This design comes from an exercise in tuning for small area on the open sky130 flow, not from production work.
Only simulation tests tie the RTL to the original design; equivalence was not proved.
Power and IR drop assume default switching activity.

## red
==> flow/design.v (excerpt) <==
module ptr_ring_router_mc #(
  parameter int DATA_WIDTH = 128,
  parameter int NODE_NUM   = 128,
  parameter int NUM_CH     = 4,
  parameter int INJ_DEPTH  = 8,
  parameter int EJ_DEPTH   = 8
) (
  input  logic                                  clk,
  input  logic                                  rst,
  input  logic [NUM_CH-1:0]                     lastVld,
  input  logic [NUM_CH*$clog2(NODE_NUM)-1:0]    lastDestCnt,
  input  logic [NUM_CH*DATA_WIDTH-1:0]          lastDat,
  output logic [NUM_CH-1:0]                     nxtVld,
  output logic [NUM_CH*$clog2(NODE_NUM)-1:0]    nxtDestCnt,
  output logic [NUM_CH*DATA_WIDTH-1:0]          nxtDat,
  input  logic                                  l2rWr,
  input  logic [$clog2(NODE_NUM)-1:0]           l2rDest,
  input  logic [DATA_WIDTH-1:0]                 l2rDat,
  output logic                                  l2rFull,
  input  logic                                  r2lRd,
  output logic [DATA_WIDTH-1:0]                 r2lDat,
  output logic                                  r2lEmpty,
  output logic [7:0]                            dropCnt,
  output logic [15:0]                           defCnt
);
For scale: about 5300 cells after synthesis, roughly 1400 I/O pins, roughly 0.094 sq mm of cells after synthesis.
clock: 5.5 ns
lec_check: 0
cap_margin: 10
core_margin: 2
core_utilization: 60
slew_margin: 10
standard.sh (not shown) runs the stock make flow with config.mk's settings and CLKGATE_MAP_FILE= SYNTH_SCRIPT=/design/flow/synth_recipe.tcl, a recipe that flattens the netlist after the stock synthesis.
==> flow/flow/run.sh <==
#!/bin/bash
set -euo pipefail
cd "$(dirname "$0")/.."
rm -rf scripts_local
cp -r "$FLOW_HOME/scripts" scripts_local
cp flow/abc_area_map.script scripts_local/abc_speed.script
export SCRIPTS_DIR="$PWD/scripts_local"
export BUFFER_PORTS_ARGS="-buffer_cell sky130_fd_sc_hd__buf_1"
export CTS_ARGS="-sink_clustering_enable -repair_clock_nets -dont_use_dummy_load -buf_list {sky130_fd_sc_hd__clkbuf_8} -sink_clustering_size 14 -sink_clustering_max_diameter 50"
bash standard.sh finish > standard_flow.log 2>&1
==> flow/flow/abc_area_map.script <==
&get -n
&st
&syn2
&dch -f
&nf -a -R 1000
&mfs
&st
&dch -f
&nf -a -R 1000
&mfs
&put
> inputs changed (red -> blue)
--- a/flow/design.v
+++ b/flow/design.v
@@ -107,20 +107,21 @@
     for (int i = 0; i < NUM_CH; i++)
       w_ejWd = w_ejWd | (lastDat[i*DATA_WIDTH +: DATA_WIDTH] & {DATA_WIDTH{w_ejGnt[i]}});
   end
   logic [NUM_CH-1:0]            w_vld;
   logic [NUM_CH*CNT_W-1:0]      w_dc;
   logic [NUM_CH*DATA_WIDTH-1:0] w_dat;
   always_comb begin
     for (int i = 0; i < NUM_CH; i++) begin
       w_vld[i] = w_busy[i] || w_injGnt[i];
-      w_dc[i*CNT_W +: CNT_W] = w_busy[i] ?
-        lastDestCnt[i*CNT_W +: CNT_W] - CNT_W'(1) : w_injHead[IW-1 -: CNT_W];
+      w_dc[i*CNT_W +: CNT_W] =
+        ((lastDestCnt[i*CNT_W +: CNT_W] - CNT_W'(1)) & {CNT_W{w_busy[i]}}) |
+        (w_injHead[IW-1 -: CNT_W] & {CNT_W{w_injGnt[i]}});
       w_dat[i*DATA_WIDTH +: DATA_WIDTH] =
         (lastDat[i*DATA_WIDTH +: DATA_WIDTH] & {DATA_WIDTH{w_busy[i]}}) |
         (w_injHead[DATA_WIDTH-1:0] & {DATA_WIDTH{w_injGnt[i]}});
     end
   end
   always_ff @(posedge clk) begin
     r_nxtDestCnt <= w_dc;
     r_nxtDat     <= w_dat;
     for (int k = 0; k < INJ_DEPTH; k++)
Results
blue finished every step from synthesis to the final layout, and the layout passed the timing, design-rule and antenna checks.
Reported for blue and red, final setup TNS turned out identical to the last digit.
Per the comparison of blue with red, clock skew went down by 0.021 ns, total vias in the final route moved up, multi-input combinational cell count went down by about 0.4%.
blue reports its class of the tightest hold or removal check as primary input to async pin while red reports primary input to register.
Between blue and red, it is blue whose final critical-path share of the clock period is lower, by 3.8 points.
On design area, red tracks blue almost exactly.
Sequential share of the synthesized area of red is on par with blue.
Across both runs, depth of the worst register-to-register path was higher for blue than for red.
Looking at minimum clock period after layout, blue sits 0.21 ns below red.
| worst hold slack | blue vs red | worse |
Summary of the comparison: area added between synthesis and finish is higher in blue, relative to red.
In blue, the total of fill cells in the finished design came out 38 below the value in red.
Re internal power consumption: red was lower than blue.
Against red as the reference, blue delivers a higher final wirelength.

[separate check: timing with driven ports]
No port has a modelled driver above. Below, the same layouts with a new extraction and two added sets of constraints. Step 1, drivers: a clkbuf_16 drives clk and a buf_2 each remaining input, both assumed. Step 2 times the ports against the registers' clock, not the clock port: input delays grow and output delays shrink by t, the midpoint of the rising clock arrivals with the driver on. a / b / c = no drivers / after step 1 / after step 2; a / b = the first two.
| run | shift t [ns] | slack for setup (ns) | hold WS [ns] | worst setup path at the end | cell pins on the clock port's net |
|---|---|---|---|---|---|
| red | 0.999 | 0.381 / 0.438 / -0.561 | 0.364 / 0.303 / 0.463 | input to register | 1 |
| blue | 1.050 | 0.589 / 0.589 / -0.373 | 0.109 / 0.040 / 0.450 | input to register | 1 |
With both steps, setup timing fails in red and blue, where it was met with ideal ports. The setup slack of blue, which loses most, moves by 0.000 ns with the drivers and by -0.962 ns with both steps.
